Background: an optimization exercise with open tools, aiming at small area. Do not read the settings as production practice.
In this exercise RTL edits were held to simulation tests only and were not proved equivalent to the original.
Power and IR drop assume default switching activity. No driver is modelled on the clock port, so clocking that relies on it looks cheaper here than on a real chip.

## run 1
==> flow/design.v <==
module reg_file_sb #(
    parameter int WIDTH_REG = 32,
    parameter int NUM_REGS  = 32,
    parameter int ADDR_W    = $clog2(NUM_REGS),
    parameter bit BYPASS    = 1'b1
) (
    input  logic                 clk,
    input  logic                 rst_n,
    input  logic [ADDR_W-1:0]    a1,
    input  logic [ADDR_W-1:0]    a2,
    output logic [WIDTH_REG-1:0] rd1,
    output logic [WIDTH_REG-1:0] rd2,
    output logic                 busy1,
    output logic                 busy2,
    input  logic [ADDR_W-1:0]    a3,
    input  logic [WIDTH_REG-1:0] wd3,
    input  logic                 we3,
    input  logic                 rsv_en,
    input  logic [ADDR_W-1:0]    rsv_a,
    output logic                 rsv_err,
    output logic                 all_idle
);
    logic [WIDTH_REG-1:0] regs [1:NUM_REGS-1];
    logic [NUM_REGS-1:1]  valid;
    logic [NUM_REGS-1:1]  busy;
    logic [NUM_REGS-1:1]  wsel;
    logic [NUM_REGS-1:1]  rsel;
    logic [NUM_REGS-1:1]  sel1;
    logic [NUM_REGS-1:1]  sel2;
    logic                 wr_ok;
    logic                 byp1;
    logic                 byp2;
    logic                 rsv_clash;
    assign wr_ok = we3 && a3 != '0;
    assign byp1  = BYPASS && wr_ok && a3 == a1;
    assign byp2  = BYPASS && wr_ok && a3 == a2;
    always_comb begin
        for (int r = 1; r < NUM_REGS; r++) begin
            wsel[r] = we3 && a3 == ADDR_W'(r);
            rsel[r] = rsv_en && rsv_a == ADDR_W'(r);
            sel1[r] = valid[r] && a1 == ADDR_W'(r);
            sel2[r] = valid[r] && a2 == ADDR_W'(r);
        end
    end
    for (genvar b = 0; b < WIDTH_REG; b++) begin : g_rd
        logic [NUM_REGS-2:0] col;
        for (genvar r = 1; r < NUM_REGS; r++) begin : g_col
            assign col[r-1] = regs[r][b];
        end
        rf_rdbit u_rd1 (.sel(sel1), .d(col), .byp(byp1), .nbyp(!byp1), .wd(wd3[b]), .y(rd1[b]));
        rf_rdbit u_rd2 (.sel(sel2), .d(col), .byp(byp2), .nbyp(!byp2), .wd(wd3[b]), .y(rd2[b]));
    end
    logic [NUM_REGS-1:0]  busy_all;
    assign busy_all  = {busy, 1'b0};
    assign busy1     = !byp1 && busy_all[a1];
    assign busy2     = !byp2 && busy_all[a2];
    assign rsv_clash = |(rsel & busy & ~wsel);
    assign all_idle  = ~|busy;
    always_ff @(posedge clk) begin
        for (int r = 1; r < NUM_REGS; r++)
            if (wsel[r]) regs[r] <= wd3;
    end
    always_ff @(posedge clk or negedge rst_n) begin
        if (!rst_n) begin
            valid   <= '0;
            busy    <= '0;
            rsv_err <= 1'b0;
        end else begin
            valid   <= valid | wsel;
            busy    <= rsel | (busy & ~wsel);
            rsv_err <= rsv_err | rsv_clash;
        end
    end
endmodule
module rf_rdbit (
    input  logic [30:0] sel,
    input  logic [30:0] d,
    input  logic        byp,
    input  logic        nbyp,
    input  logic        wd,
    output logic        y
);
    logic [9:0] n;
    logic [2:0] x;
    logic       t, m, w;
    for (genvar g = 0; g < 10; g++) begin : g_aoi
        rf_aoi3 u_aoi (.s(sel[3*g +: 3]), .d(d[3*g +: 3]), .y(n[g]));
    end
    rf_nand2  u_t  (.a({sel[30], d[30]}), .y(t));
    rf_nand4  u_x0 (.a(n[3:0]), .y(x[0]));
    rf_nand4  u_x1 (.a(n[7:4]), .y(x[1]));
    rf_nand3  u_x2 (.a({n[9:8], t}), .y(x[2]));
    rf_o31ai  u_m  (.a(x), .b(nbyp), .y(m));
    rf_nand2  u_w  (.a({byp, wd}), .y(w));
    rf_nand2  u_y  (.a({m, w}), .y(y));
endmodule
module rf_aoi3 (
    input  logic [2:0] s,
    input  logic [2:0] d,
    output logic       y
);
    assign y = ~|(s & d);
endmodule
module rf_nand2 (
    input  logic [1:0] a,
    output logic       y
);
    assign y = ~&a;
endmodule
module rf_nand3 (
    input  logic [2:0] a,
    output logic       y
);
    assign y = ~&a;
endmodule
module rf_nand4 (
    input  logic [3:0] a,
    output logic       y
);
    assign y = ~&a;
endmodule
module rf_o31ai (
    input  logic [2:0] a,
    input  logic       b,
    output logic       y
);
    assign y = ~(|a & b);
endmodule
==> flow/config.mk <==
export PLATFORM = sky130hd
export DESIGN_NAME = reg_file_sb
export DESIGN_NICKNAME = reg_file_sb
export VERILOG_FILES = /design/flow/design.v
export SDC_FILE = /design/flow/constraint.sdc
export NUM_CORES = 4
export LEC_CHECK = 0
export CAP_MARGIN = 20
export CORE_MARGIN = 2
export CORE_UTILIZATION = 65
export SLEW_MARGIN = 20
export SYNTH_HIERARCHICAL = 1
export SYNTH_MINIMUM_KEEP_SIZE = 0
==> flow/constraint.sdc <==
create_clock -name core_clock -period 8.0 [get_ports {clk}]
set_input_delay 1.6000 -clock core_clock [delete_from_list [all_inputs] [get_ports {clk}]]
set_output_delay 1.6000 -clock core_clock [all_outputs]
set_load 0.01 [all_outputs]
standard.sh (not shown) runs the stock make flow with config.mk's settings and CLKGATE_MAP_FILE= SYNTH_SCRIPT=/design/flow/synth_recipe.tcl, a recipe that flattens the netlist after the stock synthesis.
==> flow/flow/run.sh <==
#!/bin/bash
# The standard layout with plain buffers on the ports (instead of delay cells) and
# larger clock-sink clusters without dummy loads. Each tool's output goes to standard.log.
set -euo pipefail
export BUFFER_PORTS_ARGS="-buffer_cell sky130_fd_sc_hd__buf_1"
export CTS_ARGS="-sink_clustering_enable -repair_clock_nets -sink_clustering_size 30 -sink_clustering_max_diameter 100 -dont_use_dummy_load"
bash standard.sh > standard.log 2>&1
Changes in run 2 relative to run 1:
--- a/flow/design.v
+++ b/flow/design.v
@@ -45,12 +45,12 @@
     for (genvar b = 0; b < WIDTH_REG; b++) begin : g_rd
         logic [NUM_REGS-2:0] col;
         for (genvar r = 1; r < NUM_REGS; r++) begin : g_col
             assign col[r-1] = regs[r][b];
         end
-        rf_rdbit u_rd1 (.sel(sel1), .d(col), .byp(byp1), .nbyp(!byp1), .wd(wd3[b]), .y(rd1[b]));
-        rf_rdbit u_rd2 (.sel(sel2), .d(col), .byp(byp2), .nbyp(!byp2), .wd(wd3[b]), .y(rd2[b]));
+        rf_rdbit u_rd1 (.sel(sel1), .d(col), .byp(byp1), .wd(wd3[b]), .y(rd1[b]));
+        rf_rdbit u_rd2 (.sel(sel2), .d(col), .byp(byp2), .wd(wd3[b]), .y(rd2[b]));
     end
     logic [NUM_REGS-1:0]  busy_all;
     assign busy_all  = {busy, 1'b0};
     assign busy1     = !byp1 && busy_all[a1];
     assign busy2     = !byp2 && busy_all[a2];
@@ -74,55 +74,21 @@
 endmodule
 module rf_rdbit (
     input  logic [30:0] sel,
     input  logic [30:0] d,
     input  logic        byp,
-    input  logic        nbyp,
     input  logic        wd,
     output logic        y
 );
     logic [9:0] n;
-    logic [2:0] x;
-    logic       t, m, w;
     for (genvar g = 0; g < 10; g++) begin : g_aoi
         rf_aoi3 u_aoi (.s(sel[3*g +: 3]), .d(d[3*g +: 3]), .y(n[g]));
     end
-    rf_nand2  u_t  (.a({sel[30], d[30]}), .y(t));
-    rf_nand4  u_x0 (.a(n[3:0]), .y(x[0]));
-    rf_nand4  u_x1 (.a(n[7:4]), .y(x[1]));
-    rf_nand3  u_x2 (.a({n[9:8], t}), .y(x[2]));
-    rf_o31ai  u_m  (.a(x), .b(nbyp), .y(m));
-    rf_nand2  u_w  (.a({byp, wd}), .y(w));
-    rf_nand2  u_y  (.a({m, w}), .y(y));
+    assign y = byp ? wd : (~&n | (sel[30] & d[30]));
 endmodule
 module rf_aoi3 (
     input  logic [2:0] s,
     input  logic [2:0] d,
     output logic       y
 );
     assign y = ~|(s & d);
 endmodule
-module rf_nand2 (
-    input  logic [1:0] a,
-    output logic       y
-);
-    assign y = ~&a;
-endmodule
-module rf_nand3 (
-    input  logic [2:0] a,
-    output logic       y
-);
-    assign y = ~&a;
-endmodule
-module rf_nand4 (
-    input  logic [3:0] a,
-    output logic       y
-);
-    assign y = ~&a;
-endmodule
-module rf_o31ai (
-    input  logic [2:0] a,
-    input  logic       b,
-    output logic       y
-);
-    assign y = ~(|a & b);
-endmodule
==> comparison <==
- Run 1: no failed stages, no open violations at the end
- Run 2: all stages complete, timing, DRC and antenna checks passed
- Worst vdd rail ir drop shrinks by more than 10% when moving from run 1 to run 2.
- Looking at highest layer used for signal routing, the met4 result is from run 2; the met5 one comes from run 1.
- Run 2 vs. run 1: internal power of the cells saw little to no change, area overhead of the layout relative to synthesis saw a decrease.
- Summary — clock transition at the register clock pins on the worst setup and hold paths after CTS, run 2 relative to run 1: higher, by 0.04 ns.
- Looking at global-route wire length before repair across run 1 and run 2, the one that comes out lower is run 2.
- Share of total power in the clock network: run 2 vs run 1 down 0.2 points
- Run 2 — number of cells in the finished layout apart from fillers about 2.2% lower, run 1 as reference
- Wire length in run 2 is about 9% lower than in run 1
- Re inverter count: run 2 is 61 up on run 1.
- Via count came out lower on run 2 than on run 1.

## what the ideal ports hide
The flow's constraints put no driver on any port. The routed layouts listed below were extracted and timed again, unchanged, in two steps.
Step 1, drivers: a clkbuf_16 drives clk and a buf_2 each remaining input, both assumed.
Step 2, shift: input delay + t, output delay - t, t = (earliest + latest rising clock arrival at the registers) / 2. This alone moves slack from input paths to output paths.
a / b / c = ideal / step 1 / step 2; a / b = the first two.
run	t (ns)	slack for setup (ns)	worst data-port slew with drivers (ns)
run 1	0.676	1.405 / 1.381 / 1.381	0.04
run 2	0.686	1.169 / 1.143 / 1.143	0.04
After both steps every run listed still meets setup and hold. The setup slack of run 2, which loses most, moves by -0.026 ns with the drivers and by -0.026 ns with both steps.
